This is an optimization exercise on Yosys and OpenROAD, whose aim is small area, not a production implementation.
The RTL was checked by simulation tests, not by an equivalence proof against the original design.
Power is estimated from default activity; no workload was simulated.

==> inputs of yarrow <==
==> flow/design.v <==
package mips_pkg;
    localparam int unsigned DATA_W = 32;
    localparam int unsigned ADDR_W = 5;
    typedef logic [4:0]  reg_idx_t;
    typedef logic [31:0] word_t;
    localparam reg_idx_t REG_ZERO = 5'd0;
    localparam reg_idx_t REG_RA   = 5'd31;
endpackage
module rf_ao222n (
    input  logic a0, s0, a1, s1, a2, s2,
    output logic y
);
    assign y = ~((a0 & s0) | (a1 & s1) | (a2 & s2));
endmodule
module rf_nand2 (input logic a, b, output logic y);
    assign y = ~(a & b);
endmodule
module rf_nand4 (input logic a, b, c, d, output logic y);
    assign y = ~(a & b & c & d);
endmodule
module rf_nor2 (input logic a, b, output logic y);
    assign y = ~(a | b);
endmodule
module rf_xor2 (input logic a, b, output logic y);
    assign y = a ^ b;
endmodule
module rf_oai22 (input logic hold, col, cv, wr, output logic y);
    assign y = ~((hold | col) & (cv | wr));
endmodule
module rf_read_predecode (
    input  logic       rst,
    input  logic [4:0] read_reg,
    output logic [3:0] lo_n,
    output logic [7:0] hi_n,
    output logic       valid
);
    always_comb begin
        for (int a = 0; a < 4; a++) lo_n[a] = !(read_reg[1:0] == 2'(a));
        for (int b = 0; b < 8; b++) hi_n[b] = !(!rst && read_reg[4:2] == 3'(b));
    end
    assign valid = !rst && (read_reg != '0);
endmodule
module rf_read_decode (
    input  logic        rst,
    input  logic [4:0]  read_reg,
    output logic [31:1] sel,
    output logic        valid
);
    logic [3:0] lo_n;
    logic [7:0] hi_n;
    rf_read_predecode u_pre (
        .rst      (rst),
        .read_reg (read_reg),
        .lo_n     (lo_n),
        .hi_n     (hi_n),
        .valid    (valid)
    );
    for (genvar i = 1; i < 32; i++) begin : g_sel
        rf_nor2 u_sel (.a(lo_n[i % 4]), .b(hi_n[i / 4]), .y(sel[i]));
    end
endmodule
module rf_read_bit (
    input  logic [31:1] cv,
    input  logic [31:1] sel,
    input  logic        flip,
    output logic        y
);
    logic [10:0] t;
    logic [1:0]  p;
    logic        q;
    logic        raw;
    for (genvar k = 0; k < 10; k++) begin : g_ao
        rf_ao222n u_ao (
            .a0(cv[3*k+1]), .s0(sel[3*k+1]),
            .a1(cv[3*k+2]), .s1(sel[3*k+2]),
            .a2(cv[3*k+3]), .s2(sel[3*k+3]),
            .y (t[k])
        );
    end
    rf_nand2 u_t10 (.a(cv[31]), .b(sel[31]), .y(t[10]));
    rf_nand4 u_p0 (.a(t[0]), .b(t[1]), .c(t[2]), .d(t[3]), .y(p[0]));
    rf_nand4 u_p1 (.a(t[4]), .b(t[5]), .c(t[6]), .d(t[7]), .y(p[1]));
    rf_nor2  u_q  (.a(p[0]), .b(p[1]), .y(q));
    rf_nand4 u_r  (.a(q), .b(t[8]), .c(t[9]), .d(t[10]), .y(raw));
    rf_xor2  u_y  (.a(raw), .b(flip), .y(y));
endmodule
module regfile_read_port #(
    parameter int unsigned DATA_W = mips_pkg::DATA_W,
    parameter int unsigned ADDR_W = mips_pkg::ADDR_W
) (
    input  logic                                 rst,
    input  logic                                 phase,
    input  logic [(1 << ADDR_W)-1:1][DATA_W-1:0] cells,
    input  logic [ADDR_W-1:0]                    read_reg,
    output logic [DATA_W-1:0]                    read_data
);
    localparam int unsigned DEPTH = 1 << ADDR_W;
    logic [DEPTH-1:1] sel;
    logic             valid;
    logic             flip;
    rf_read_decode u_dec (
        .rst      (rst),
        .read_reg (read_reg),
        .sel      (sel),
        .valid    (valid)
    );
    assign flip = phase && valid;
    for (genvar b = 0; b < DATA_W; b++) begin : g_bit
        logic [DEPTH-1:1] column;
        for (genvar i = 1; i < DEPTH; i++) begin : g_col
            assign column[i] = cells[i][b];
        end
        rf_read_bit u_bit (
            .cv (column),
            .sel  (sel),
            .flip (flip),
            .y    (read_data[b])
        );
    end
endmodule
module rf_write_predecode (
    input  logic       rst,
    input  logic       reg_write,
    input  logic [4:0] write_reg,
    output logic [3:0] lo,
    output logic [7:0] hi,
    output logic       rst_n
);
    always_comb begin
        for (int a = 0; a < 4; a++) lo[a] = !rst && reg_write && write_reg[1:0] == 2'(a);
        for (int b = 0; b < 8; b++) hi[b] = write_reg[4:2] == 3'(b);
    end
    assign rst_n = !rst;
endmodule
module rf_write_decode (
    input  logic        rst,
    input  logic        reg_write,
    input  logic [4:0]  write_reg,
    output logic [31:1] wr,
    output logic [31:1] hold
);
    logic [3:0] lo;
    logic [7:0] hi;
    logic       rst_n;
    rf_write_predecode u_pre (
        .rst       (rst),
        .reg_write (reg_write),
        .write_reg (write_reg),
        .lo        (lo),
        .hi        (hi),
        .rst_n     (rst_n)
    );
    for (genvar i = 1; i < 32; i++) begin : g_row
        rf_nand2 u_hold (.a(lo[i % 4]), .b(hi[i / 4]), .y(hold[i]));
        rf_nand2 u_wr   (.a(rst_n), .b(hold[i]), .y(wr[i]));
    end
endmodule
module mips_regfile #(
    parameter int unsigned DATA_W = mips_pkg::DATA_W,
    parameter int unsigned ADDR_W = mips_pkg::ADDR_W
) (
    input  logic              clk,
    input  logic              rst,
    input  logic              reg_write,
    input  logic [ADDR_W-1:0] write_reg,
    input  logic [DATA_W-1:0] write_data,
    input  logic [ADDR_W-1:0] read_reg1,
    input  logic [ADDR_W-1:0] read_reg2,
    output logic [DATA_W-1:0] read_data1,
    output logic [DATA_W-1:0] read_data2
);
    localparam int unsigned DEPTH = 1 << ADDR_W;
    logic                         phase;
    logic [DEPTH-1:1][DATA_W-1:0] cells;
    logic [DEPTH-1:1][DATA_W-1:0] cells_next;
    logic [DEPTH-1:1]             wr, hold;
    logic [DATA_W-1:0]            col;
    always_ff @(posedge clk) begin
        phase <= !rst && !phase;
    end
    assign col = write_data ^ {DATA_W{phase}};
    rf_write_decode u_wdec (
        .rst       (rst),
        .reg_write (reg_write),
        .write_reg (write_reg),
        .wr        (wr),
        .hold      (hold)
    );
    for (genvar i = 1; i < DEPTH; i++) begin : g_row
        for (genvar b = 0; b < DATA_W; b++) begin : g_bit
            rf_oai22 u_upd (
                .hold (hold[i]),
                .col  (col[b]),
                .cv (cells[i][b]),
                .wr   (wr[i]),
                .y    (cells_next[i][b])
            );
        end
    end
    always_ff @(posedge clk) begin
        cells <= cells_next;
    end
    regfile_read_port #(.DATA_W(DATA_W), .ADDR_W(ADDR_W)) u_port1 (
        .rst        (rst),
        .phase      (phase),
        .cells      (cells),
        .read_reg   (read_reg1),
        .read_data  (read_data1)
    );
    regfile_read_port #(.DATA_W(DATA_W), .ADDR_W(ADDR_W)) u_port2 (
        .rst        (rst),
        .phase      (phase),
        .cells      (cells),
        .read_reg   (read_reg2),
        .read_data  (read_data2)
    );
endmodule
==> flow/flow/run.sh <==
#!/bin/bash
set -euo pipefail
export BUFFER_PORTS_ARGS="-buffer_cell sky130_fd_sc_hd__buf_1"
export CTS_ARGS="-sink_clustering_enable -repair_clock_nets -dont_use_dummy_load -sink_clustering_size 30 -sink_clustering_max_diameter 80 -root_buf sky130_fd_sc_hd__clkbuf_16 -buf_list {sky130_fd_sc_hd__clkbuf_16}"
bash standard.sh > flow_make.log 2>&1
==> flow/standard.sh <==
#!/bin/bash
# synth_recipe.tcl (not shown) runs the flow's synth.tcl, then flattens the netlist and writes it again
# the make line also repeats each setting of config.mk as NAME=value (left out here)
make -C /OpenROAD-flow-scripts/flow DESIGN_CONFIG=/design/flow/config.mk WORK_HOME=/design/flow/orfs CLKGATE_MAP_FILE= SYNTH_SCRIPT=/design/flow/synth_recipe.tcl "${@:-finish}"
==> flow/config.mk <==
export PLATFORM = sky130hd
export DESIGN_NAME = mips_regfile
export DESIGN_NICKNAME = mips_regfile
export VERILOG_FILES = /design/flow/design.v
export SDC_FILE = /design/flow/constraint.sdc
export NUM_CORES = 4
export LEC_CHECK = 0
export CAP_MARGIN = 20
export CORE_MARGIN = 2
export CORE_UTILIZATION = 65
export PLACE_DENSITY = 0.8
export SETUP_SLACK_MARGIN = 0.5
export SLEW_MARGIN = 20
export SYNTH_HIERARCHICAL = 1
==> flow/constraint.sdc <==
create_clock -name core_clock -period 6.0 [get_ports {clk}]
set_input_delay 1.2000 -clock core_clock [delete_from_list [all_inputs] [get_ports {clk}]]
set_output_delay 1.2000 -clock core_clock [all_outputs]
set_load 0.01 [all_outputs]
==> raven (differences from yarrow) <==
==> flow/design.v (replaced) <==
package mips_pkg;
    localparam int unsigned DATA_W = 32;
    localparam int unsigned ADDR_W = 5;
    typedef logic [4:0]  reg_idx_t;
    typedef logic [31:0] word_t;
    localparam reg_idx_t REG_ZERO = 5'd0;
    localparam reg_idx_t REG_RA   = 5'd31;
endpackage
module regfile_read_port #(
    parameter int unsigned DATA_W = mips_pkg::DATA_W,
    parameter int unsigned ADDR_W = mips_pkg::ADDR_W
) (
    input  logic                                 rst,
    input  logic                                 phase,
    input  logic [(1 << ADDR_W)-1:1][DATA_W-1:0] cells,
    input  logic [ADDR_W-1:0]                    read_reg,
    output logic [DATA_W-1:0]                    read_data
);
    localparam int unsigned DEPTH = 1 << ADDR_W;
    logic [DEPTH-1:1] sel;
    logic [DATA_W-1:0] raw;
    logic              flip;
    always_comb begin
        for (int i = 1; i < DEPTH; i++)
            sel[i] = !rst && (read_reg == ADDR_W'(i));
    end
    always_comb begin
        raw = '0;
        for (int i = 1; i < DEPTH; i++)
            raw = raw | (cells[i] & {DATA_W{sel[i]}});
    end
    assign flip      = phase && !rst && (read_reg != '0);
    assign read_data = raw ^ {DATA_W{flip}};
endmodule
module mips_regfile #(
    parameter int unsigned DATA_W = mips_pkg::DATA_W,
    parameter int unsigned ADDR_W = mips_pkg::ADDR_W
) (
    input  logic              clk,
    input  logic              rst,
    input  logic              reg_write,
    input  logic [ADDR_W-1:0] write_reg,
    input  logic [DATA_W-1:0] write_data,
    input  logic [ADDR_W-1:0] read_reg1,
    input  logic [ADDR_W-1:0] read_reg2,
    output logic [DATA_W-1:0] read_data1,
    output logic [DATA_W-1:0] read_data2
);
    localparam int unsigned DEPTH = 1 << ADDR_W;
    logic                         phase;
    logic [DEPTH-1:1][DATA_W-1:0] cells;
    logic [DEPTH-1:1]             wr, hold;
    logic [DATA_W-1:0]            col;
    always_ff @(posedge clk) begin
        phase <= !rst && !phase;
    end
    assign col = write_data ^ {DATA_W{phase}};
    always_comb begin
        for (int i = 1; i < DEPTH; i++) begin
            wr[i]   = rst ||  (reg_write && write_reg == ADDR_W'(i));
            hold[i] = rst || !(reg_write && write_reg == ADDR_W'(i));
        end
    end
    always_ff @(posedge clk) begin
        for (int i = 1; i < DEPTH; i++)
            cells[i] <= ~(({DATA_W{hold[i]}} | col) & (cells[i] | {DATA_W{wr[i]}}));
    end
    regfile_read_port #(.DATA_W(DATA_W), .ADDR_W(ADDR_W)) u_port1 (
        .rst        (rst),
        .phase      (phase),
        .cells      (cells),
        .read_reg   (read_reg1),
        .read_data  (read_data1)
    );
    regfile_read_port #(.DATA_W(DATA_W), .ADDR_W(ADDR_W)) u_port2 (
        .rst        (rst),
        .phase      (phase),
        .cells      (cells),
        .read_reg   (read_reg2),
        .read_data  (read_data2)
    );
endmodule
==> flow/run.sh (new file) <==
#!/bin/bash
# synth_recipe.tcl (not shown) runs the flow's synth.tcl, then flattens the netlist and writes it again
# the make line also repeats each setting of config.mk as NAME=value (left out here)
make -C /OpenROAD-flow-scripts/flow DESIGN_CONFIG=/design/flow/config.mk WORK_HOME=/design/flow/orfs CLKGATE_MAP_FILE= SYNTH_SCRIPT=/design/flow/synth_recipe.tcl finish
CORE_UTILIZATION = 45   (was 65)
PLACE_DENSITY = 0.6   (was 0.8)
SETUP_SLACK_MARGIN = unset   (was 0.5)
SYNTH_HIERARCHICAL = unset   (was 1)
removed: flow/flow/run.sh
removed: flow/standard.sh
==> summary of the runs <==
Of raven and yarrow, raven has the higher worst hold slack (gap 0.011 ns).
Between yarrow and raven, the lower via count is in yarrow (gap 18%, measured against raven).
Against raven, the first-iteration DRC count of yarrow is higher by about 3%.
Of raven and yarrow, raven has the higher global-route usage (gap 1.6 points).
raven reached the layout checks and failed them: negative setup slack. yarrow finished clean.
In raven the cell count is higher than in yarrow, by 33%.
==> figures <==
Outcome: raven complete, but fails checks; yarrow no timing/DRC/antenna violations
Layout check failures: raven negative setup slack; yarrow -
GR Util met1: raven 0.7349; yarrow 0.6663
Cell Count, Final, Fillers Out: raven 5689; yarrow 4283
RD Place Congestion: raven 1.045; yarrow 1.095
Total detailed-routing wirelength: raven 289.3 mm; yarrow 170.8 mm
Worst vdd rail ir drop: raven 0.0002304 V; yarrow 0.0003402 V
Area share of buffers outside the clock network: raven 0.09321; yarrow 0.04700
Multi-input logic portion of the cell area: raven 0.4047; yarrow 0.4102
Area share of the largest cell type after synthesis: raven 0.4793; yarrow 0.5541
GRT Total Usage: raven 0.5884; yarrow 0.5721
Clock buffers: raven 160; yarrow 41
Hold worst-path end: raven cells[539]; yarrow cells[823]

-- afterwards: timing with drivers on the ports --
In the flow no input, the clock included, has a driving cell. The finished layouts below were timed again as built, in two steps.
Step 1 (the two cells are an assumption about what drives the block):
set clk [get_ports {clk}]
set_driving_cell -lib_cell sky130_fd_sc_hd__clkbuf_16 $clk
set_driving_cell -lib_cell sky130_fd_sc_hd__buf_2 [delete_from_list [all_inputs] $clk]
Step 2 also shifts input and output timing later by t, the mid clock arrival at the registers, as if the neighbouring blocks saw the same clock.
Slacks: no drivers / after step 1 / after step 2; pairs: no drivers / after step 1.
run	shift t [ns]	slack for setup (ns)	hold slack, ns	latest minus earliest clock arrival (ns)
yarrow	0.694	0.101 / 0.023 / 0.023	0.464 / 0.464 / 0.464	0.074 / 0.074
raven	0.803	-0.129 / -0.152 / -0.152	0.476 / 0.476 / 0.476	0.037 / 0.037
The setup slack of yarrow, which loses most, moves by -0.078 ns with the drivers and by -0.078 ns with both steps.
